Context: an optimization exercise on an open-source flow, tuned for small area, a short achievable clock period and few clock cycles per item. The choices shown serve that exercise and are no tape-out recipe.
Function was not checked in any run shown here: the RTL went through the layout flow alone.

==> flow/design.v, too long to show whole: its modules and the start of the top module <==
// module material_eval: 2185 lines
// module phase_count: 375 lines
// module taper_blend: 1593 lines
// module eval_control: 57 lines
// module board_eval: 50 lines
module board_eval
#(
   parameter int EVAL_WIDTH = 16                       
)
(
   input  logic                         clk,
   input  logic                         reset,
   input  logic [255:0]                 board_in,
   input  logic                         board_valid,
   input  logic                         attack_done,
   input  logic                         clear_eval,
   output logic signed [EVAL_WIDTH-1:0] eval,
   output logic                         eval_valid
);
  // ...
==> flow/flow/run.sh <==
#!/bin/bash
# The standard layout with two changes:
#  - after the standard synthesis, fapol.py removes inverters around the full adders
#    by using some adders with all pins inverted (a full adder is self-dual); the
#    registers are not touched;
#  - the input and output ports are buffered with buf_1 cells.
set -euo pipefail
R=orfs/results/sky130hd/board_eval/base
bash standard.sh synth > synth_flow.log 2>&1
cp $R/1_2_yosys.v synth_standard.v
python3 flow/fapol.py synth_standard.v $R/1_2_yosys.v > fapol.log 2>&1
touch $R/1_2_yosys.v
bash standard.sh finish BUFFER_PORTS_ARGS="-buffer_cell sky130_fd_sc_hd__buf_1" > finish_flow.log 2>&1
==> flow/flow/fapol.py <==
#!/usr/bin/env python3
"""Removes inverters around full-adder cells in a Yosys gate netlist.

A full adder is self-dual: FA(~a, ~b, ~c) = (~sum, ~cout). Synthesis extracts full
adders with arbitrary input and output polarities and fills the gaps with inverters.
This script picks, for every full adder, whether to use it as is or with all of its
pins inverted, so as to need as few inverters as possible, then rewires the netlist:
every inverter is removed and one inverter per net is put back where some load
needs the inverted value. An inverted input of a two-input XOR needs no inverter:
the XOR becomes an XNOR (and back). A half adder whose sum or carry every load
wants inverted becomes an XNOR or NAND and the gate for its other output.
Registers and all other cells are left as they are.

usage: fapol.py in.v out.v
"""
import math
import random
import re
import sys
from collections import defaultdict

OUT_PINS = {'X', 'Y', 'Q', 'Q_N', 'SUM', 'COUT', 'HI', 'LO'}

src = open(sys.argv[1]).read()
m = re.search(r'^module\s.*?;\n', src, re.S | re.M)
head_end = m.end()
body = src[head_end:]
inst_re = re.compile(r'^\s*(sky130_fd_sc_hd__\w+)\s+(\S+)\s*\((.*?)\);\n', re.S | re.M)
pin_re = re.compile(r'\.(\w+)\(([^()]*)\)')

decls = []       # text lines that are not instances (ports, wires)
insts = []       # [type, name, [(pin, net)]]
pos = 0
for mm in inst_re.finditer(body):
    decls.append(body[pos:mm.start()])
    insts.append([mm.group(1), mm.group(2), [(p, n.strip()) for p, n in pin_re.findall(mm.group(3))]])
    pos = mm.end()
tail = body[pos:]
assert 'assign' not in ''.join(decls) + tail, 'assign statements not handled'

outputs = set()
for line in src[:head_end].split('\n') + ''.join(decls).split('\n'):
    mo = re.match(r'\s*output\s+(\[(\d+):(\d+)\]\s+)?(\S+);', line)
    if mo:
        if mo.group(1):
            hi, lo = int(mo.group(2)), int(mo.group(3))
            for i in range(min(hi, lo), max(hi, lo) + 1):
                outputs.add('%s[%d]' % (mo.group(4), i))
        else:
            outputs.add(mo.group(4))


def is_inv(t):
    return re.match(r'sky130_fd_sc_hd__inv_\d+$', t) is not None


def is_fa(t):
    return re.match(r'sky130_fd_sc_hd__fa_\d+$', t) is not None


def is_xor(t):
    return re.match(r'sky130_fd_sc_hd__x(n)?or2_\d+$', t) is not None


XOR_SWAP = {}
for _d in (1, 2, 4):
    XOR_SWAP['sky130_fd_sc_hd__xor2_%d' % _d] = 'sky130_fd_sc_hd__xnor2_%d' % _d
    XOR_SWAP['sky130_fd_sc_hd__xnor2_%d' % _d] = 'sky130_fd_sc_hd__xor2_%d' % _d


driver = {}
for idx, (t, name, pins) in enumerate(insts):
    for p, n in pins:
        if p in OUT_PINS:
            driver[n] = idx

# Inverters that may be removed: not driving an output port
removable = set()
for idx, (t, name, pins) in enumerate(insts):
    if is_inv(t):
        y = dict(pins)['Y']
        if y not in outputs:
            removable.add(idx)


def resolve(n):
    """(base net, parity) through removable inverters."""
    par = 0
    seen = 0
    while n in driver and driver[n] in removable:
        n = dict(insts[driver[n]][2])['A']
        par ^= 1
        seen += 1
        assert seen < 100
    return n, par


# Loads: (instance index, pin, base, parity)
loads = []
for idx, (t, name, pins) in enumerate(insts):
    if idx in removable:
        continue
    for p, n in pins:
        if p in OUT_PINS:
            continue
        b, par = resolve(n)
        loads.append((idx, p, b, par))

fa_ids = [i for i, x in enumerate(insts) if is_fa(x[0])]
flip = defaultdict(int)
loads_of_base = defaultdict(list)
for li, (idx, p, b, par) in enumerate(loads):
    loads_of_base[b].append(li)


def drv_flip(b):
    d = driver.get(b)
    return flip[d] if d is not None and is_fa(insts[d][0]) else 0


def raw_inv(li):
    idx, p, b, par = loads[li]
    lf = flip[idx] if is_fa(insts[idx][0]) else 0
    return par ^ lf ^ drv_flip(b)


def need_inv(li):
    # An inverted input of a two-input XOR is absorbed by swapping XOR and XNOR
    if is_xor(insts[loads[li][0]][0]):
        return 0
    return raw_inv(li)


def base_cost(b):
    return 1 if any(need_inv(li) for li in loads_of_base[b]) else 0


def fa_bases(i):
    out = set()
    for p, n in insts[i][2]:
        if p in OUT_PINS:
            out.add(n)
        else:
            out.add(resolve(n)[0])
    return out


bases_of_fa = {i: fa_bases(i) for i in fa_ids}
all_bases = set(loads_of_base)
before = sum(base_cost(b) for b in all_bases)
def local_cost(i):
    return sum(base_cost(b) for b in bases_of_fa[i])


# Greedy single flips, then simulated annealing with a fixed seed
def greedy():
    for sweep in range(50):
        changed = 0
        for i in fa_ids:
            c0 = local_cost(i)
            flip[i] ^= 1
            if local_cost(i) < c0:
                changed += 1
            else:
                flip[i] ^= 1
        if not changed:
            break


greedy()
rng = random.Random(1)
cur = sum(base_cost(b) for b in all_bases)
best = cur
best_flip = dict(flip)
steps = 300000
for step in range(steps):
    temp = 1.5 * (1 - step / steps) + 0.05
    i = rng.choice(fa_ids)
    c0 = local_cost(i)
    flip[i] ^= 1
    d = local_cost(i) - c0
    if d <= 0 or rng.random() < math.exp(-d / temp):
        cur += d
        if cur < best:
            best = cur
            best_flip = dict(flip)
    else:
        flip[i] ^= 1
flip.clear()
flip.update(best_flip)
greedy()
after = sum(base_cost(b) for b in all_bases)
n_removable = len(removable)

def is_ha(t):
    return re.match(r'sky130_fd_sc_hd__ha_\d+$', t) is not None


# A half adder whose sum (or carry) is wanted inverted by every load is split into
# an XNOR (or NAND) and the other half, which takes no more area than the half adder
ha_inv = defaultdict(set)
for b in all_bases:
    d = driver.get(b)
    if d is None or not is_ha(insts[d][0]) or not loads_of_base[b]:
        continue
    if all(need_inv(li) for li in loads_of_base[b]):
        pin = [p for p, n in insts[d][2] if n == b][0]
        ha_inv[d].add(pin)
        for li in loads_of_base[b]:
            idx, p, bb, par = loads[li]
            loads[li] = (idx, p, bb, par ^ 1)


def base_cost2(b):
    return 1 if any(need_inv(li) for li in loads_of_base[b]) else 0


# Rewire
inv_net = {}
new_insts = []
k = 0
for b in sorted(all_bases):
    if base_cost2(b):
        w = '_fapol_n%d_' % k
        inv_net[b] = w
        new_insts.append(['sky130_fd_sc_hd__inv_1', '_fapol_i%d_' % k, [('A', b), ('Y', w)]])
        k += 1
pin_net = {}
for li, (idx, p, b, par) in enumerate(loads):
    pin_net[(idx, p)] = inv_net[b] if need_inv(li) else b

dead = set(dict(insts[i][2])['Y'] for i in removable)


def drop_dead(text):
    keep = []
    for line in text.split('\n'):
        mo = re.match(r'\s*wire\s+(\S+)\s*;\s*$', line)
        if mo and mo.group(1) in dead:
            continue
        keep.append(line)
    return '\n'.join(keep)


decls = [drop_dead(x) for x in decls]
out = [src[:head_end]]
out.append(''.join(decls[:1]))
for b, w in sorted(inv_net.items(), key=lambda x: x[1]):
    out.append('  wire %s;\n' % w)
out.append(''.join(decls[1:]))


def emit(t, name, pins):
    s = '  %s %s (\n' % (t, name)
    s += ',\n'.join('    .%s(%s%s)' % (p, n, ' ' if n.startswith('\\') else '') for p, n in pins)
    return s + '\n  );\n'


toggles = defaultdict(int)
for li, (idx, p, b, par) in enumerate(loads):
    if is_xor(insts[idx][0]):
        toggles[idx] ^= raw_inv(li)
n_swapped = 0
for idx, (t, name, pins) in enumerate(insts):
    if idx in removable:
        continue
    pins = [(p, n if p in OUT_PINS else pin_net[(idx, p)]) for p, n in pins]
    if toggles[idx]:
        to = 'Y' if 'xnor2' in XOR_SWAP[t] else 'X'
        t = XOR_SWAP[t]
        pins = [(to if p in ('X', 'Y') else p, n) for p, n in pins]
        n_swapped += 1
    if idx in ha_inv:
        pd = dict(pins)
        a, bb = pd['A'], pd['B']
        if 'SUM' in ha_inv[idx]:
            out.append(emit('sky130_fd_sc_hd__xnor2_1', name, [('A', a), ('B', bb), ('Y', pd['SUM'])]))
        else:
            out.append(emit('sky130_fd_sc_hd__xor2_1', name, [('A', a), ('B', bb), ('X', pd['SUM'])]))
        cname = name + '_c' if not name.startswith('\\') else name + '_c'
        if 'COUT' in ha_inv[idx]:
            out.append(emit('sky130_fd_sc_hd__nand2_1', cname, [('A', a), ('B', bb), ('Y', pd['COUT'])]))
        else:
            out.append(emit('sky130_fd_sc_hd__and2_1', cname, [('A', a), ('B', bb), ('X', pd['COUT'])]))
        continue
    out.append(emit(t, name, pins))
for t, name, pins in new_insts:
    out.append(emit(t, name, pins))
out.append(tail)
open(sys.argv[2], 'w').write(''.join(out))
print('fapol: %d full adders, %d flipped; inverters %d -> %d; %d XOR/XNOR swapped; %d half adders split'
      % (len(fa_ids), sum(flip[i] for i in fa_ids), n_removable, len(inv_net), n_swapped, len(ha_inv)))
if len(sys.argv) > 3:
    from collections import Counter
    c = Counter()
    for b in inv_net:
        allinv = all(need_inv(li) for li in loads_of_base[b])
        d = driver.get(b)
        dt = insts[d][0].replace('sky130_fd_sc_hd__', '') if d is not None else 'port'
        c[(allinv, dt)] += 1
    for k, v in c.most_common(30):
        print(v, k)
==> flow/standard.sh <==
#!/bin/bash
# synth_recipe.tcl (not shown) runs the flow's synth.tcl, then flattens the netlist and writes it again
# the make line also repeats each setting of config.mk as NAME=value (left out here)
make -C /OpenROAD-flow-scripts/flow DESIGN_CONFIG=/design/flow/config.mk WORK_HOME=/design/flow/orfs CLKGATE_MAP_FILE= SYNTH_SCRIPT=/design/flow/synth_recipe.tcl "${@:-finish}"
==> flow/config.mk <==
export PLATFORM = sky130hd
export DESIGN_NAME = board_eval
export DESIGN_NICKNAME = board_eval
export VERILOG_FILES = /design/flow/design.v
export SDC_FILE = /design/flow/constraint.sdc
export NUM_CORES = 4
export LEC_CHECK = 0
export CAP_MARGIN = 20
export CORE_MARGIN = 2
export CORE_UTILIZATION = 40
export SETUP_SLACK_MARGIN = 1.0
export SLEW_MARGIN = 20
==> flow/constraint.sdc <==
create_clock -name core_clock -period 7.0 [get_ports {clk}]
set_input_delay 1.4000 -clock core_clock [delete_from_list [all_inputs] [get_ports {clk}]]
set_output_delay 1.4000 -clock core_clock [all_outputs]
set_load 0.01 [all_outputs]
==> reports/results.tsv, run 1 <==
metric	value	unit
outcome	complete, no violations	
Die H	277	um
Slew Limit Fails	0	
Congestion Overflow GR	0	
# DRC	0	
Slew @ Worst Pin	0.960	ns
cts hold-fix bufs	0	
average routed wire per standard cell	21.6	um
# port buffers	277	
met3 wire len	4930	um
Non-clk bufs	330	
vias in the first global route	22300	
first-pass GRT wire length	135000	um
Vias/cell	5.10	
CP Launch Point	u_taper_blend.dig[5]$_DFF_P_	
most frequent cells in the layout	fa_1 (603), xnor2_1 (417), buf_1 (277)	
Worst Path Arrival	6.16	ns
Worst Hold End	u_eval_control.load$_SDFF_PP0_	
Initial Utilization	40.2	%
WP depth	20	
nets@finish	4150	
Hold Crit Class	reg2reg	
dpl hpwl	79200	um
largest net degree at the start of global routing	20	
delay of the slowest cell on the worst path	0.53	ns
commonest non-fill, non-tap cell in the layout	fa_1	
reg2reg end	u_taper_blend.eval[15]$_DFFE_PP_	
CTS sink cnt	145	
number of CTS-inserted buffers	17	
synth-to-layout area growth	10.9	%
met2 usage	41.1	%
sequential cell area	3130	um2
n_taps	969	
CP Launch Type	register	
signal buffers share of area	4.39	%
==> run 2, diff against run 1 <==
--- a/flow/design.v
+++ b/flow/design.v
@@ -3365,22 +3365,34 @@
    logic t752;
    logic t753;
    logic t754;
    logic t755;
    logic t756;
    logic t757;
    logic t758;
    logic t759;
+   logic t760;
+   logic t761;
+   logic t762;
+   logic t763;
+   logic t764;
+   logic t765;
+   logic t766;
+   logic t767;
+   logic t768;
+   logic t769;
+   logic t770;
+   logic t771;
    logic [33:0] y_s;
    logic [33:0] y_c;
-   logic t760;
+   logic t772;
    logic [33:0] y0;
    logic [33:0] y1;
-   logic t761;
+   logic t773;
    logic [15:0] q;
    assign count_h1 = {cnt[6], cnt[5], cnt[4], cnt[3], cnt[2], cnt[1], cnt[0]};
    assign count_h2 = {cnt[13], cnt[12], cnt[11], cnt[10], cnt[9], cnt[8], cnt[7]};
    assign count_h3 = {cnt[20], cnt[19], cnt[18], cnt[17], cnt[16], cnt[15], cnt[14]};
    assign count_h4 = {cnt[27], cnt[26], cnt[25], cnt[24], cnt[23], cnt[22], cnt[21]};
    assign count_h5 = {cnt[34], cnt[33], cnt[32], cnt[31], cnt[30], cnt[29], cnt[28]};
    assign count_nh6 = {cnt[41], cnt[40], cnt[39], cnt[38], cnt[37], cnt[36], cnt[35]};
    assign ocount = officers;
@@ -3957,215 +3969,227 @@
    assign t560 = (dig[20] & p1[14]) | (dig[21] & p1[13]) | (dig[22] & p3[14]) | (dig[23] & p1[12]);
    assign t561 = t560 ^ dig[24];
    assign t562 = (dig[20] & p1[15]) | (dig[21] & p1[14]) | (dig[22] & p3[15]) | (dig[23] & p1[13]);
    assign t563 = t562 ^ dig[24];
    assign t564 = (dig[21] & p1[15]) | (dig[22] & p3[16]) | (dig[23] & p1[14]);
    assign t565 = t564 ^ dig[24];
    assign t566 = (dig[22] & p3[17]) | (dig[23] & p1[15]);
    assign t567 = t566 ^ dig[24];
-   assign t568 = t413 ^ t443;
-   assign t569 = t413 & t443;
-   assign t570 = t415 ^ t445;
-   assign t571 = t415 & t445;
-   assign t572 = t417 ^ t447;
-   assign t573 = t417 & t447;
-   assign t574 = t419 ^ t449;
-   assign t575 = t419 & t449;
-   assign t576 = t421 ^ t451 ^ t481;
-   assign t577 = (t421 & t451) | (t421 & t481) | (t451 & t481);
-   assign t578 = ~(t423 ^ t453);
-   assign t579 = t423 | t453;
-   assign t580 = t483 ^ t513;
-   assign t581 = t483 & t513;
-   assign t582 = ~dig[4] ^ t455 ^ t485;
-   assign t583 = (~dig[4] & t455) | (~dig[4] & t485) | (t455 & t485);
-   assign t584 = t401 ^ t431;
-   assign t585 = t401 & t431;
-   assign t586 = t403 ^ t433;
-   assign t587 = t403 & t433;
-   assign t588 = t405 ^ t435;
-   assign t589 = t405 & t435;
-   assign t590 = t407 ^ t437 ^ t467;
-   assign t591 = (t407 & t437) | (t407 & t467) | (t437 & t467);
-   assign t592 = t497 ^ dig[19];
-   assign t593 = t497 & dig[19];
-   assign t594 = t409 ^ t439 ^ t469;
-   assign t595 = (t409 & t439) | (t409 & t469) | (t439 & t469);
-   assign t596 = t499 ^ ~e_sum[9];
-   assign t597 = t499 & ~e_sum[9];
-   assign t598 = t411 ^ t441 ^ t471;
-   assign t599 = (t411 & t441) | (t411 & t471) | (t441 & t471);
-   assign t600 = t501 ^ ~e_sum[10];
-   assign t601 = t501 & ~e_sum[10];
-   assign t602 = t473 ^ t503 ^ t533;
-   assign t603 = (t473 & t503) | (t473 & t533) | (t503 & t533);
-   assign t604 = dig[24] ^ ~e_sum[11] ^ t568;
-   assign t605 = (dig[24] & ~e_sum[11]) | (dig[24] & t568) | (~e_sum[11] & t568);
-   assign t606 = t475 ^ t505 ^ t535;
-   assign t607 = (t475 & t505) | (t475 & t535) | (t505 & t535);
-   assign t608 = ~e_sum[12] ^ t569 ^ t570;
-   assign t609 = (~e_sum[12] & t569) | (~e_sum[12] & t570) | (t569 & t570);
-   assign t610 = t477 ^ t507 ^ t537;
-   assign t611 = (t477 & t507) | (t477 & t537) | (t507 & t537);
-   assign t612 = ~e_sum[13] ^ t571 ^ t572;
-   assign t613 = (~e_sum[13] & t571) | (~e_sum[13] & t572) | (t571 & t572);
-   assign t614 = t479 ^ t509 ^ t539;
-   assign t615 = (t479 & t509) | (t479 & t539) | (t509 & t539);
-   assign t616 = ~e_sum[14] ^ t573 ^ t574;
-   assign t617 = (~e_sum[14] & t573) | (~e_sum[14] & t574) | (t573 & t574);
-   assign t618 = t511 ^ t541 ^ e_sum[0];
-   assign t619 = (t511 & t541) | (t511 & e_sum[0]) | (t541 & e_sum[0]);
-   assign t620 = ~e_sum[15] ^ t575 ^ t576;
-   assign t621 = (~e_sum[15] & t575) | (~e_sum[15] & t576) | (t575 & t576);
-   assign t622 = t543 ^ e_sum[1] ^ e_sum[16];
-   assign t623 = (t543 & e_sum[1]) | (t543 & e_sum[16]) | (e_sum[1] & e_sum[16]);
-   assign t624 = t577 ^ t578 ^ t580;
-   assign t625 = (t577 & t578) | (t577 & t580) | (t578 & t580);
-   assign t626 = t515 ^ t545 ^ e_sum[2];
-   assign t627 = (t515 & t545) | (t515 & e_sum[2]) | (t545 & e_sum[2]);
-   assign t628 = t579 ^ t581 ^ t582;
-   assign t629 = (t579 & t581) | (t579 & t582) | (t581 & t582);
-   assign t630 = t487 ^ t517 ^ t547;
-   assign t631 = (t487 & t517) | (t487 & t547) | (t517 & t547);
-   assign t632 = e_sum[3] ^ t583 ^ ~t457;
-   assign t633 = (e_sum[3] & t583) | (e_sum[3] & ~t457) | (t583 & ~t457);
-   assign t634 = t489 ^ t519 ^ t549;
-   assign t635 = (t489 & t519) | (t489 & t549) | (t519 & t549);
-   assign t636 = e_sum[4] ^ t457 ^ ~t459;
-   assign t637 = (e_sum[4] & t457) | (e_sum[4] & ~t459) | (t457 & ~t459);
-   assign t638 = ~dig[9] ^ t491 ^ t521;
-   assign t639 = (~dig[9] & t491) | (~dig[9] & t521) | (t491 & t521);
-   assign t640 = t551 ^ e_sum[5] ^ t459;
-   assign t641 = (t551 & e_sum[5]) | (t551 & t459) | (e_sum[5] & t459);
-   assign t642 = ~(t493 ^ t523);
-   assign t643 = t493 | t523;
-   assign t644 = t553 ^ e_sum[6];
-   assign t645 = t553 & e_sum[6];
-   assign t646 = ~(t495 ^ t525);
-   assign t647 = t495 | t525;
-   assign t648 = t555 ^ e_sum[7];
-   assign t649 = t555 & e_sum[7];
-   assign t650 = ~dig[14] ^ t527 ^ t557;
-   assign t651 = (~dig[14] & t527) | (~dig[14] & t557) | (t527 & t557);
-   assign t652 = t395 ^ t425;
-   assign t653 = t395 & t425;
-   assign t654 = t397 ^ t427;
-   assign t655 = t397 & t427;
-   assign t656 = t399 ^ t429;
-   assign t657 = t399 & t429;
-   assign t658 = t461 ^ dig[14] ^ ~e_sum[5];
-   assign t659 = (t461 & dig[14]) | (t461 & ~e_sum[5]) | (dig[14] & ~e_sum[5]);
-   assign t660 = t463 ^ ~e_sum[6] ^ t585;
-   assign t661 = (t463 & ~e_sum[6]) | (t463 & t585) | (~e_sum[6] & t585);
-   assign t662 = t465 ^ ~e_sum[7] ^ t587;
-   assign t663 = (t465 & ~e_sum[7]) | (t465 & t587) | (~e_sum[7] & t587);
-   assign t664 = ~e_sum[8] ^ t589 ^ t590;
-   assign t665 = (~e_sum[8] & t589) | (~e_sum[8] & t590) | (t589 & t590);
-   assign t666 = t591 ^ t593 ^ t594;
-   assign t667 = (t591 & t593) | (t591 & t594) | (t593 & t594);
-   assign t668 = t595 ^ t597 ^ t598;
-   assign t669 = (t595 & t597) | (t595 & t598) | (t597 & t598);
-   assign t670 = t599 ^ t601 ^ t602;
-   assign t671 = (t599 & t601) | (t599 & t602) | (t601 & t602);
-   assign t672 = t603 ^ t605 ^ t606;
-   assign t673 = (t603 & t605) | (t603 & t606) | (t605 & t606);
-   assign t674 = t607 ^ t609 ^ t610;
-   assign t675 = (t607 & t609) | (t607 & t610) | (t609 & t610);
-   assign t676 = t611 ^ t613 ^ t614;
-   assign t677 = (t611 & t613) | (t611 & t614) | (t613 & t614);
-   assign t678 = t615 ^ t617 ^ t618;
-   assign t679 = (t615 & t617) | (t615 & t618) | (t617 & t618);
-   assign t680 = t619 ^ t621 ^ t622;
-   assign t681 = (t619 & t621) | (t619 & t622) | (t621 & t622);
-   assign t682 = t623 ^ t625 ^ t626;
-   assign t683 = (t623 & t625) | (t623 & t626) | (t625 & t626);
-   assign t684 = t627 ^ t629 ^ t630;
-   assign t685 = (t627 & t629) | (t627 & t630) | (t629 & t630);
-   assign t686 = t631 ^ t633 ^ t634;
-   assign t687 = (t631 & t633) | (t631 & t634) | (t633 & t634);
-   assign t688 = t635 ^ t637 ^ t638;
-   assign t689 = (t635 & t637) | (t635 & t638) | (t637 & t638);
-   assign t690 = t639 ^ t641 ^ t642;
-   assign t691 = (t639 & t641) | (t639 & t642) | (t641 & t642);
-   assign t692 = t643 ^ t645 ^ t646;
-   assign t693 = (t643 & t645) | (t643 & t646) | (t645 & t646);
-   assign t694 = e_sum[8] ^ t647 ^ t649;
-   assign t695 = (e_sum[8] & t647) | (e_sum[8] & t649) | (t647 & t649);
-   assign t696 = t559 ^ e_sum[9] ^ t651;
-   assign t697 = (t559 & e_sum[9]) | (t559 & t651) | (e_sum[9] & t651);
-   assign t698 = t561 ^ e_sum[10] ^ t529;
-   assign t699 = (t561 & e_sum[10]) | (t561 & t529) | (e_sum[10] & t529);
-   assign t700 = ~dig[19] ^ t563 ^ e_sum[11];
-   assign t701 = (~dig[19] & t563) | (~dig[19] & e_sum[11]) | (t563 & e_sum[11]);
-   assign t702 = t393 ^ ~e_sum[1];
-   assign t703 = t393 & ~e_sum[1];
-   assign t704 = dig[9] ^ ~e_sum[2] ^ t652;
-   assign t705 = (dig[9] & ~e_sum[2]) | (dig[9] & t652) | (~e_sum[2] & t652);
-   assign t706 = ~e_sum[3] ^ t653 ^ t654;
-   assign t707 = (~e_sum[3] & t653) | (~e_sum[3] & t654) | (t653 & t654);
-   assign t708 = ~e_sum[4] ^ t655 ^ t656;
-   assign t709 = (~e_sum[4] & t655) | (~e_sum[4] & t656) | (t655 & t656);
-   assign t710 = t584 ^ t657 ^ t658;
-   assign t711 = (t584 & t657) | (t584 & t658) | (t657 & t658);
-   assign t712 = t586 ^ t659 ^ t660;
-   assign t713 = (t586 & t659) | (t586 & t660) | (t659 & t660);
-   assign t714 = t588 ^ t661 ^ t662;
-   assign t715 = (t588 & t661) | (t588 & t662) | (t661 & t662);
-   assign t716 = t592 ^ t663 ^ t664;
-   assign t717 = (t592 & t663) | (t592 & t664) | (t663 & t664);
-   assign t718 = t596 ^ t665 ^ t666;
-   assign t719 = (t596 & t665) | (t596 & t666) | (t665 & t666);
-   assign t720 = t600 ^ t667 ^ t668;
-   assign t721 = (t600 & t667) | (t600 & t668) | (t667 & t668);
-   assign t722 = t604 ^ t669 ^ t670;
-   assign t723 = (t604 & t669) | (t604 & t670) | (t669 & t670);
-   assign t724 = t608 ^ t671 ^ t672;
-   assign t725 = (t608 & t671) | (t608 & t672) | (t671 & t672);
-   assign t726 = t612 ^ t673 ^ t674;
-   assign t727 = (t612 & t673) | (t612 & t674) | (t673 & t674);
-   assign t728 = t616 ^ t675 ^ t676;
-   assign t729 = (t616 & t675) | (t616 & t676) | (t675 & t676);
-   assign t730 = t620 ^ t677 ^ t678;
-   assign t731 = (t620 & t677) | (t620 & t678) | (t677 & t678);
-   assign t732 = t624 ^ t679 ^ t680;
-   assign t733 = (t624 & t679) | (t624 & t680) | (t679 & t680);
-   assign t734 = t628 ^ t681 ^ t682;
-   assign t735 = (t628 & t681) | (t628 & t682) | (t681 & t682);
-   assign t736 = t632 ^ t683 ^ t684;
-   assign t737 = (t632 & t683) | (t632 & t684) | (t683 & t684);
-   assign t738 = t636 ^ t685 ^ t686;
-   assign t739 = (t636 & t685) | (t636 & t686) | (t685 & t686);
-   assign t740 = t640 ^ t687 ^ t688;
-   assign t741 = (t640 & t687) | (t640 & t688) | (t687 & t688);
-   assign t742 = t644 ^ t689 ^ t690;
-   assign t743 = (t644 & t689) | (t644 & t690) | (t689 & t690);
-   assign t744 = t648 ^ t691 ^ t692;
-   assign t745 = (t648 & t691) | (t648 & t692) | (t691 & t692);
-   assign t746 = t650 ^ t693 ^ t694;
-   assign t747 = (t650 & t693) | (t650 & t694) | (t693 & t694);
-   assign t748 = ~t529 ^ t695 ^ t696;
-   assign t749 = (~t529 & t695) | (~t529 & t696) | (t695 & t696);
-   assign t750 = ~t531 ^ t697 ^ t698;
-   assign t751 = (~t531 & t697) | (~t531 & t698) | (t697 & t698);
-   assign t752 = t531 ^ t699 ^ t700;
-   assign t753 = (t531 & t699) | (t531 & t700) | (t699 & t700);
-   assign t754 = e_sum[12] ^ t701 ^ ~t565;
-   assign t755 = (e_sum[12] & t701) | (e_sum[12] & ~t565) | (t701 & ~t565);
-   assign t756 = e_sum[13] ^ t565 ^ ~t567;
-   assign t757 = (e_sum[13] & t565) | (e_sum[13] & ~t567) | (t565 & ~t567);
-   assign t758 = ~dig[24] ^ e_sum[14] ^ t567;
-   assign t759 = (~dig[24] & e_sum[14]) | (~dig[24] & t567) | (e_sum[14] & t567);
-   assign y_s = {1'b1, e_sum[15], t759, t757, t755, t753, t751, t749, t747, t745, t743, t741, t739, t737, t735, t733, t731, t729, t727, t725, t723, t721, t719, t717, t715, t713, t711, t709, t707, t705, t703, t391, ~t391, t389};
-   assign y_c = {1'b0, ~e_sum[16], ~e_sum[15], t758, t756, t754, t752, t750, t748, t746, t744, t742, t740, t738, t736, t734, t732, t730, t728, t726, t724, t722, t720, t718, t716, t714, t712, t710, t708, t706, t704, t702, ~e_sum[0], dig[4]};
-   assign t760 = (y_s[0] ^ y_c[0]) | ((y_s[1] ^ y_c[1]) != (y_s[0] | y_c[0])) | ((y_s[2] ^ y_c[2]) != (y_s[1] | y_c[1])) | ((y_s[3] ^ y_c[3]) != (y_s[2] | y_c[2])) | ((y_s[4] ^ y_c[4]) != (y_s[3] | y_c[3])) | ((y_s[5] ^ y_c[5]) != (y_s[4] | y_c[4])) | ((y_s[6] ^ y_c[6]) != (y_s[5] | y_c[5])) | ((y_s[7] ^ y_c[7]) != (y_s[6] | y_c[6])) | ((y_s[8] ^ y_c[8]) != (y_s[7] | y_c[7])) | ((y_s[9] ^ y_c[9]) != (y_s[8] | y_c[8])) | ((y_s[10] ^ y_c[10]) != (y_s[9] | y_c[9])) | ((y_s[11] ^ y_c[11]) != (y_s[10] | y_c[10])) | ((y_s[12] ^ y_c[12]) != (y_s[11] | y_c[11])) | ((y_s[13] ^ y_c[13]) != (y_s[12] | y_c[12])) | ((y_s[14] ^ y_c[14]) != (y_s[13] | y_c[13])) | ((y_s[15] ^ y_c[15]) != (y_s[14] | y_c[14]));
+   assign t568 = t393 ^ ~e_sum[1];
+   assign t569 = t393 & ~e_sum[1];
+   assign t570 = t395 ^ t425 ^ dig[9];
+   assign t571 = (t395 & t425) | (t395 & dig[9]) | (t425 & dig[9]);
+   assign t572 = ~e_sum[2] ^ t569;
+   assign t573 = ~e_sum[2] & t569;
+   assign t574 = t397 ^ t427 ^ ~e_sum[3];
+   assign t575 = (t397 & t427) | (t397 & ~e_sum[3]) | (t427 & ~e_sum[3]);
+   assign t576 = t571 ^ t574;
+   assign t577 = t571 & t574;
+   assign t578 = t399 ^ t429 ^ ~e_sum[4];
+   assign t579 = (t399 & t429) | (t399 & ~e_sum[4]) | (t429 & ~e_sum[4]);
+   assign t580 = t575 ^ t578;
+   assign t581 = t575 & t578;
+   assign t582 = t401 ^ t431 ^ t461;
+   assign t583 = (t401 & t431) | (t401 & t461) | (t431 & t461);
+   assign t584 = dig[14] ^ ~e_sum[5] ^ t579;
+   assign t585 = (dig[14] & ~e_sum[5]) | (dig[14] & t579) | (~e_sum[5] & t579);
+   assign t586 = t582 ^ t581;
+   assign t587 = t582 & t581;
+   assign t588 = t403 ^ t433 ^ t463;
+   assign t589 = (t403 & t433) | (t403 & t463) | (t433 & t463);
+   assign t590 = ~e_sum[6] ^ t583 ^ t588;
+   assign t591 = (~e_sum[6] & t583) | (~e_sum[6] & t588) | (t583 & t588);
+   assign t592 = t585 ^ t590;
+   assign t593 = t585 & t590;
+   assign t594 = t405 ^ t435 ^ t465;
+   assign t595 = (t405 & t435) | (t405 & t465) | (t435 & t465);
+   assign t596 = ~e_sum[7] ^ t589 ^ t594;
+   assign t597 = (~e_sum[7] & t589) | (~e_sum[7] & t594) | (t589 & t594);
+   assign t598 = t591 ^ t596;
+   assign t599 = t591 & t596;
+   assign t600 = t407 ^ t437 ^ t467;
+   assign t601 = (t407 & t437) | (t407 & t467) | (t437 & t467);
+   assign t602 = t497 ^ dig[19] ^ ~e_sum[8];
+   assign t603 = (t497 & dig[19]) | (t497 & ~e_sum[8]) | (dig[19] & ~e_sum[8]);
+   assign t604 = t595 ^ t600 ^ t602;
+   assign t605 = (t595 & t600) | (t595 & t602) | (t600 & t602);
+   assign t606 = t597 ^ t604;
+   assign t607 = t597 & t604;
+   assign t608 = t409 ^ t439 ^ t469;
+   assign t609 = (t409 & t439) | (t409 & t469) | (t439 & t469);
+   assign t610 = t499 ^ ~e_sum[9] ^ t601;
+   assign t611 = (t499 & ~e_sum[9]) | (t499 & t601) | (~e_sum[9] & t601);
+   assign t612 = t603 ^ t608 ^ t605;
+   assign t613 = (t603 & t608) | (t603 & t605) | (t608 & t605);
+   assign t614 = t610 ^ t607;
+   assign t615 = t610 & t607;
+   assign t616 = t411 ^ t441 ^ t471;
+   assign t617 = (t411 & t441) | (t411 & t471) | (t441 & t471);
+   assign t618 = t501 ^ ~e_sum[10] ^ t609;
+   assign t619 = (t501 & ~e_sum[10]) | (t501 & t609) | (~e_sum[10] & t609);
+   assign t620 = t616 ^ t611 ^ t618;
+   assign t621 = (t616 & t611) | (t616 & t618) | (t611 & t618);
+   assign t622 = t613 ^ t620;
+   assign t623 = t613 & t620;
+   assign t624 = t413 ^ t443 ^ t473;
+   assign t625 = (t413 & t443) | (t413 & t473) | (t443 & t473);
+   assign t626 = t503 ^ t533 ^ dig[24];
+   assign t627 = (t503 & t533) | (t503 & dig[24]) | (t533 & dig[24]);
+   assign t628 = ~e_sum[11] ^ t617 ^ t624;
+   assign t629 = (~e_sum[11] & t617) | (~e_sum[11] & t624) | (t617 & t624);
+   assign t630 = t626 ^ t619 ^ t628;
+   assign t631 = (t626 & t619) | (t626 & t628) | (t619 & t628);
+   assign t632 = t621 ^ t630;
+   assign t633 = t621 & t630;
+   assign t634 = t415 ^ t445 ^ t475;
+   assign t635 = (t415 & t445) | (t415 & t475) | (t445 & t475);
+   assign t636 = t505 ^ t535 ^ ~e_sum[12];
+   assign t637 = (t505 & t535) | (t505 & ~e_sum[12]) | (t535 & ~e_sum[12]);
+   assign t638 = t625 ^ t627 ^ t634;
+   assign t639 = (t625 & t627) | (t625 & t634) | (t627 & t634);
+   assign t640 = t636 ^ t629 ^ t638;
+   assign t641 = (t636 & t629) | (t636 & t638) | (t629 & t638);
+   assign t642 = t631 ^ t640;
+   assign t643 = t631 & t640;
+   assign t644 = t417 ^ t447 ^ t477;
+   assign t645 = (t417 & t447) | (t417 & t477) | (t447 & t477);
+   assign t646 = t507 ^ t537 ^ ~e_sum[13];
+   assign t647 = (t507 & t537) | (t507 & ~e_sum[13]) | (t537 & ~e_sum[13]);
+   assign t648 = t635 ^ t637 ^ t644;
+   assign t649 = (t635 & t637) | (t635 & t644) | (t637 & t644);
+   assign t650 = t646 ^ t639 ^ t648;
+   assign t651 = (t646 & t639) | (t646 & t648) | (t639 & t648);
+   assign t652 = t641 ^ t650;
+   assign t653 = t641 & t650;
+   assign t654 = t419 ^ t449 ^ t479;
+   assign t655 = (t419 & t449) | (t419 & t479) | (t449 & t479);
+   assign t656 = t509 ^ t539 ^ ~e_sum[14];
+   assign t657 = (t509 & t539) | (t509 & ~e_sum[14]) | (t539 & ~e_sum[14]);
+   assign t658 = t645 ^ t647 ^ t654;
+   assign t659 = (t645 & t647) | (t645 & t654) | (t647 & t654);
+   assign t660 = t656 ^ t649 ^ t658;
+   assign t661 = (t656 & t649) | (t656 & t658) | (t649 & t658);
+   assign t662 = t651 ^ t660;
+   assign t663 = t651 & t660;
+   assign t664 = t421 ^ t451 ^ t481;
+   assign t665 = (t421 & t451) | (t421 & t481) | (t451 & t481);
+   assign t666 = t511 ^ t541 ^ e_sum[0];
+   assign t667 = (t511 & t541) | (t511 & e_sum[0]) | (t541 & e_sum[0]);
+   assign t668 = ~e_sum[15] ^ t655 ^ t657;
+   assign t669 = (~e_sum[15] & t655) | (~e_sum[15] & t657) | (t655 & t657);
+   assign t670 = t664 ^ t666 ^ t659;
+   assign t671 = (t664 & t666) | (t664 & t659) | (t666 & t659);
+   assign t672 = t668 ^ t661 ^ t670;
+   assign t673 = (t668 & t661) | (t668 & t670) | (t661 & t670);
+   assign t674 = ~(t423 ^ t453);
+   assign t675 = t423 | t453;
+   assign t676 = t483 ^ t513 ^ t543;
+   assign t677 = (t483 & t513) | (t483 & t543) | (t513 & t543);
+   assign t678 = e_sum[1] ^ e_sum[16] ^ t665;
+   assign t679 = (e_sum[1] & e_sum[16]) | (e_sum[1] & t665) | (e_sum[16] & t665);
+   assign t680 = t667 ^ t674 ^ t676;
+   assign t681 = (t667 & t674) | (t667 & t676) | (t674 & t676);
+   assign t682 = t669 ^ t678 ^ t680;
+   assign t683 = (t669 & t678) | (t669 & t680) | (t678 & t680);
+   assign t684 = t671 ^ t682;
+   assign t685 = t671 & t682;
+   assign t686 = ~dig[4] ^ t455 ^ t485;
+   assign t687 = (~dig[4] & t455) | (~dig[4] & t485) | (t455 & t485);
+   assign t688 = t515 ^ t545 ^ e_sum[2];
+   assign t689 = (t515 & t545) | (t515 & e_sum[2]) | (t545 & e_sum[2]);
+   assign t690 = t675 ^ t677 ^ t686;
+   assign t691 = (t675 & t677) | (t675 & t686) | (t677 & t686);
+   assign t692 = t688 ^ t679 ^ t681;
+   assign t693 = (t688 & t679) | (t688 & t681) | (t679 & t681);
+   assign t694 = t690 ^ t683 ^ t692;
+   assign t695 = (t690 & t683) | (t690 & t692) | (t683 & t692);
+   assign t696 = ~(t457 ^ t487);
+   assign t697 = t457 | t487;
+   assign t698 = t517 ^ t547 ^ e_sum[3];
+   assign t699 = (t517 & t547) | (t517 & e_sum[3]) | (t547 & e_sum[3]);
+   assign t700 = t687 ^ t689 ^ t696;
+   assign t701 = (t687 & t689) | (t687 & t696) | (t689 & t696);
+   assign t702 = t698 ^ t691 ^ t700;
+   assign t703 = (t698 & t691) | (t698 & t700) | (t691 & t700);
+   assign t704 = t693 ^ t702;
+   assign t705 = t693 & t702;
+   assign t706 = ~(t459 ^ t489);
+   assign t707 = t459 | t489;
+   assign t708 = t519 ^ t549 ^ e_sum[4];
+   assign t709 = (t519 & t549) | (t519 & e_sum[4]) | (t549 & e_sum[4]);
+   assign t710 = t697 ^ t699 ^ t706;
+   assign t711 = (t697 & t699) | (t697 & t706) | (t699 & t706);
+   assign t712 = t708 ^ t701 ^ t710;
+   assign t713 = (t708 & t701) | (t708 & t710) | (t701 & t710);
+   assign t714 = t703 ^ t712;
+   assign t715 = t703 & t712;
+   assign t716 = ~dig[9] ^ t491 ^ t521;
+   assign t717 = (~dig[9] & t491) | (~dig[9] & t521) | (t491 & t521);
+   assign t718 = t551 ^ e_sum[5] ^ t707;
+   assign t719 = (t551 & e_sum[5]) | (t551 & t707) | (e_sum[5] & t707);
+   assign t720 = t709 ^ t716 ^ t711;
+   assign t721 = (t709 & t716) | (t709 & t711) | (t716 & t711);
+   assign t722 = t718 ^ t713 ^ t720;
+   assign t723 = (t718 & t713) | (t718 & t720) | (t713 & t720);
+   assign t724 = ~(t493 ^ t523);
+   assign t725 = t493 | t523;
+   assign t726 = t553 ^ e_sum[6] ^ t717;
+   assign t727 = (t553 & e_sum[6]) | (t553 & t717) | (e_sum[6] & t717);
+   assign t728 = t724 ^ t719 ^ t726;
+   assign t729 = (t724 & t719) | (t724 & t726) | (t719 & t726);
+   assign t730 = t721 ^ t728;
+   assign t731 = t721 & t728;
+   assign t732 = ~(t495 ^ t525);
+   assign t733 = t495 | t525;
+   assign t734 = t555 ^ e_sum[7] ^ t725;
+   assign t735 = (t555 & e_sum[7]) | (t555 & t725) | (e_sum[7] & t725);
+   assign t736 = t732 ^ t727 ^ t734;
+   assign t737 = (t732 & t727) | (t732 & t734) | (t727 & t734);
+   assign t738 = t729 ^ t736;
+   assign t739 = t729 & t736;
+   assign t740 = ~dig[14] ^ t527 ^ t557;
+   assign t741 = (~dig[14] & t527) | (~dig[14] & t557) | (t527 & t557);
+   assign t742 = e_sum[8] ^ t733 ^ t740;
+   assign t743 = (e_sum[8] & t733) | (e_sum[8] & t740) | (t733 & t740);
+   assign t744 = t735 ^ t742 ^ t737;
+   assign t745 = (t735 & t742) | (t735 & t737) | (t742 & t737);
+   assign t746 = ~(t529 ^ t559);
+   assign t747 = t529 | t559;
+   assign t748 = e_sum[9] ^ t741 ^ t746;
+   assign t749 = (e_sum[9] & t741) | (e_sum[9] & t746) | (t741 & t746);
+   assign t750 = t743 ^ t748;
+   assign t751 = t743 & t748;
+   assign t752 = ~(t531 ^ t561);
+   assign t753 = t531 | t561;
+   assign t754 = e_sum[10] ^ t747 ^ t752;
+   assign t755 = (e_sum[10] & t747) | (e_sum[10] & t752) | (t747 & t752);
+   assign t756 = t749 ^ t754;
+   assign t757 = t749 & t754;
+   assign t758 = ~dig[19] ^ t563 ^ e_sum[11];
+   assign t759 = (~dig[19] & t563) | (~dig[19] & e_sum[11]) | (t563 & e_sum[11]);
+   assign t760 = t753 ^ t758 ^ t755;
+   assign t761 = (t753 & t758) | (t753 & t755) | (t758 & t755);
+   assign t762 = ~(t565 ^ e_sum[12]);
+   assign t763 = t565 | e_sum[12];
+   assign t764 = t759 ^ t762;
+   assign t765 = t759 & t762;
+   assign t766 = ~(t567 ^ e_sum[13]);
+   assign t767 = t567 | e_sum[13];
+   assign t768 = t763 ^ t766;
+   assign t769 = t763 & t766;
+   assign t770 = ~dig[24] ^ e_sum[14] ^ t767;
+   assign t771 = (~dig[24] & e_sum[14]) | (~dig[24] & t767) | (e_sum[14] & t767);
+   assign y_s = {1'b1, ~e_sum[16], t771, t769, t765, t761, t757, t751, t745, t739, t731, t723, t715, t705, t695, t685, t673, t663, t653, t643, t633, t623, t615, t612, t599, t593, t587, t584, t577, t573, t570, t391, ~e_sum[0], t389};
+   assign y_c = {1'b0, e_sum[15], ~e_sum[15], t770, t768, t764, t760, t756, t750, t744, t738, t730, t722, t714, t704, t694, t684, t672, t662, t652, t642, t632, t622, t614, t606, t598, t592, t586, t580, t576, t572, t568, ~t391, dig[4]};
+   assign t772 = (y_s[0] ^ y_c[0]) | ((y_s[1] ^ y_c[1]) != (y_s[0] | y_c[0])) | ((y_s[2] ^ y_c[2]) != (y_s[1] | y_c[1])) | ((y_s[3] ^ y_c[3]) != (y_s[2] | y_c[2])) | ((y_s[4] ^ y_c[4]) != (y_s[3] | y_c[3])) | ((y_s[5] ^ y_c[5]) != (y_s[4] | y_c[4])) | ((y_s[6] ^ y_c[6]) != (y_s[5] | y_c[5])) | ((y_s[7] ^ y_c[7]) != (y_s[6] | y_c[6])) | ((y_s[8] ^ y_c[8]) != (y_s[7] | y_c[7])) | ((y_s[9] ^ y_c[9]) != (y_s[8] | y_c[8])) | ((y_s[10] ^ y_c[10]) != (y_s[9] | y_c[9])) | ((y_s[11] ^ y_c[11]) != (y_s[10] | y_c[10])) | ((y_s[12] ^ y_c[12]) != (y_s[11] | y_c[11])) | ((y_s[13] ^ y_c[13]) != (y_s[12] | y_c[12])) | ((y_s[14] ^ y_c[14]) != (y_s[13] | y_c[13])) | ((y_s[15] ^ y_c[15]) != (y_s[14] | y_c[14]));
    assign y0 = y_s + y_c;
    assign y1 = y_s + y_c + 34'h10000;
-   assign t761 = y0[33] & t760;
-   assign q = t761 ? y1[31:16] : y0[31:16];
+   assign t773 = y0[33] & t772;
+   assign q = t773 ? y1[31:16] : y0[31:16];
    always_ff @(posedge clk)
    begin
       dig   <= dig_next;
       p1    <= p1_next;
       p3    <= p3_next;
       e_sum <= e_next;
       if (load)
          eval <= EVAL_WIDTH'(q);
==> reports/results.tsv, run 2 <==
metric	value	unit	change
dpl hpwl	78600	um	-0.76%
crit end category	register		
Worst EP required	7.20	ns	
CTS sink cnt	145		unchanged
Slew Limit Fails	0		unchanged
delay of the slowest cell on the worst path	0.60	ns	+0.07 ns
die width	278	um	
family with the most delay on the worst path	adder cells		
average instance area after synthesis	10.4	um2	
later-pin clock latency in the skew report	0.46	ns	
commonest non-fill, non-tap cell in the layout	fa_1		
# DRC	0		unchanged
share of post-route cells with drive strength above 1	8.67	%	
WP buf/inv	2		
Final Instance Area	33700	um2	
Clock Skew	0.0127	ns	
Largest register FFs	42		
Area after DPL	31900	um2	
FP Rows	100		
Crit-path slowest cell	a222oi_1		
H-tree depth	4		
nets@finish	4210		+1.4%
setup TNS	0	ns	
diode count	0		
Max Buffers Root-to-Sink	2		
Root Buffer	clkbuf_16		
total track usage	23.6	%	
vias in the first global route	22800		+2.3%
fill cell total of the finished layout	7121		
Ys Warns	4		
CP Launch Type	register		
routed wire length	89000	um	
die area	77200	um2	
fin crit share	88.2	%	
WHS	0.438	ns	
Worst-path clk slew	0.06	ns	
Post-Synthesis Cells	2888		
WS Path Type	reg2reg		
number of CTS-inserted buffers	17		unchanged
initial antenna violation count	1		
most frequent cells in the layout	fa_1 (579), xnor2_1 (371), inv_1 (285)		
Detail Route Antenna Nets	0		
# port buffers	277		unchanged
Largest regs	u_material_eval.cnt (42), u_taper_blend.dig (24), u_taper_blend.p3 (18)		
minimum clock period	6.17	ns	
largest net degree at the start of global routing	20		unchanged
Congestion Overflow GR	0		unchanged
synth-to-layout area growth	12.3	%	
Vias/cell	5.13		+0.65%
max cap viols	0		
Final Wtd Congestion	0.992		
outcome	complete, no violations		
Worst Path Arrival	6.37	ns	+0.21 ns
Max Clk Rate	162	MHz	
Core ar.	74300	um2	
Syn Nets	3950		
Hold Crit Class	reg2reg		
CTS tree	built		
first-pass GRT wire length	136000	um	+1.0%
Die H	278	um	+0.24%
CP Cell Sequence	a222oi_1 -> xnor2_1 -> fa_2 -> fa_2 -> fa_1 -> fa_1 -> ha_4 -> buf_4 -> nand2_1 -> nor2_1 -> a32oi_2 -> buf_4 -> a311oi_2 -> a311oi_2 -> a2111o_1 -> nor4_4 -> nand3_2 -> mux2_4 -> nor4_4 -> xnor2_1		
io pins	278		
placed cells	4031		
average routed wire per standard cell	21.5	um	about the same
RSZ-0062 raised after global routing	true		
final hold viol count	0		
Final setup viols	0		
Cell Count, Final, Fillers Out	4130		
max_slew headroom	49.2	%	
Initial Utilization	40.4	%	+0.13 points
mapped cell area	30000	um2	
largest reg by FF count	u_material_eval.cnt		
Slew @ Worst Pin	0.761	ns	-0.199 ns
drt first pass iters	17		
drt initial violations	1547		
Vias	21200		
CP Max Fanout	15		
[run 2: area by class of cell]
class / count / area, um2 / area share (%)
timing repair buffer: 351 / 1620 / 4.80
multi-input combinational: 2342 / 26000 / 77.2
tap: 969 / 1210 / 3.60
inverter: 291 / 1100 / 3.25
sequential: 145 / 3180 / 9.43
clock inverter: 10 / 97.6 / 0.290
clock buffer: 22 / 485 / 1.44
[run 2: routing by layer]
layer	track usage, %	routed length [um]	share of wire, %
met2	42.6	45600	51
met5	0	11	0.012
met4	10.3	4670	5.2
met1	28.1	34600	39
met3	2.75	4110	4.6
[run 2: through the flow]
| stage | worst slack, ns | util, % |
|---|---|---|
| floorplan | 1.00 | - |
| global placement | 0.433 | 42.9 |
| detailed placement | 0.407 | 42.9 |
| CTS | 0.991 | 45.0 |
| global route | 0.613 | 45.3 |
| finish | 0.827 | 45.3 |
[run 2: repair_timing]
action | 4_1_cts | 5_1_grt
endpoints found under the setup margin | 8 | 6
hold endpoints to repair | 0 | 0
hold buffers | 0 | 0
gates cloned | 0 | 0
pin swaps | 42 | 30
setup buffers | 57 | 10
gates resized for setup | 139 | 36
[run 2: worst paths after layout]
check,slack (ns),end,cells after the start,startpoint
worst max-delay path,0.83,u_taper_blend.eval[11]$_DFFE_PP_,20,u_taper_blend.p3[0]$_DFF_P_
worst min-delay path,0.44,u_eval_control.load$_SDFF_PP0_,1,u_eval_control.capture_d$_SDFF_PP0_
worst max register to register,0.83,u_taper_blend.eval[11]$_DFFE_PP_,20,u_taper_blend.p3[0]$_DFF_P_
worst min register to register,0.44,u_eval_control.load$_SDFF_PP0_,1,u_eval_control.capture_d$_SDFF_PP0_

-- separate check: timing with driven ports --
How much do the figures lean on ideal ports? The routed layouts below were timed once more, with nothing changed but the port constraints. Step 1: set_driving_cell puts a clkbuf_16 on clk and a buf_2 on each other input, an assumption about the parent block. Step 2 also shifts input and output timing later by t, the mid clock arrival at the registers, as if the neighbouring blocks saw the same clock. Three values: ideal, step 1, step 2; two values: the first two.
| run | t, ns | setup slack, ns | clock arrival spread, ns |
|---|---|---|---|
| run 1 | 0.498 | 1.028 / 1.028 / 0.892 | 0.021 / 0.022 |
| run 2 | 0.508 | 0.827 / 0.827 / 0.827 | 0.013 / 0.013 |
After both steps setup and hold are still met in every run listed. For run 1, which loses most, drivers alone change the setup slack by 0.000 ns; drivers and shift together by -0.136 ns.
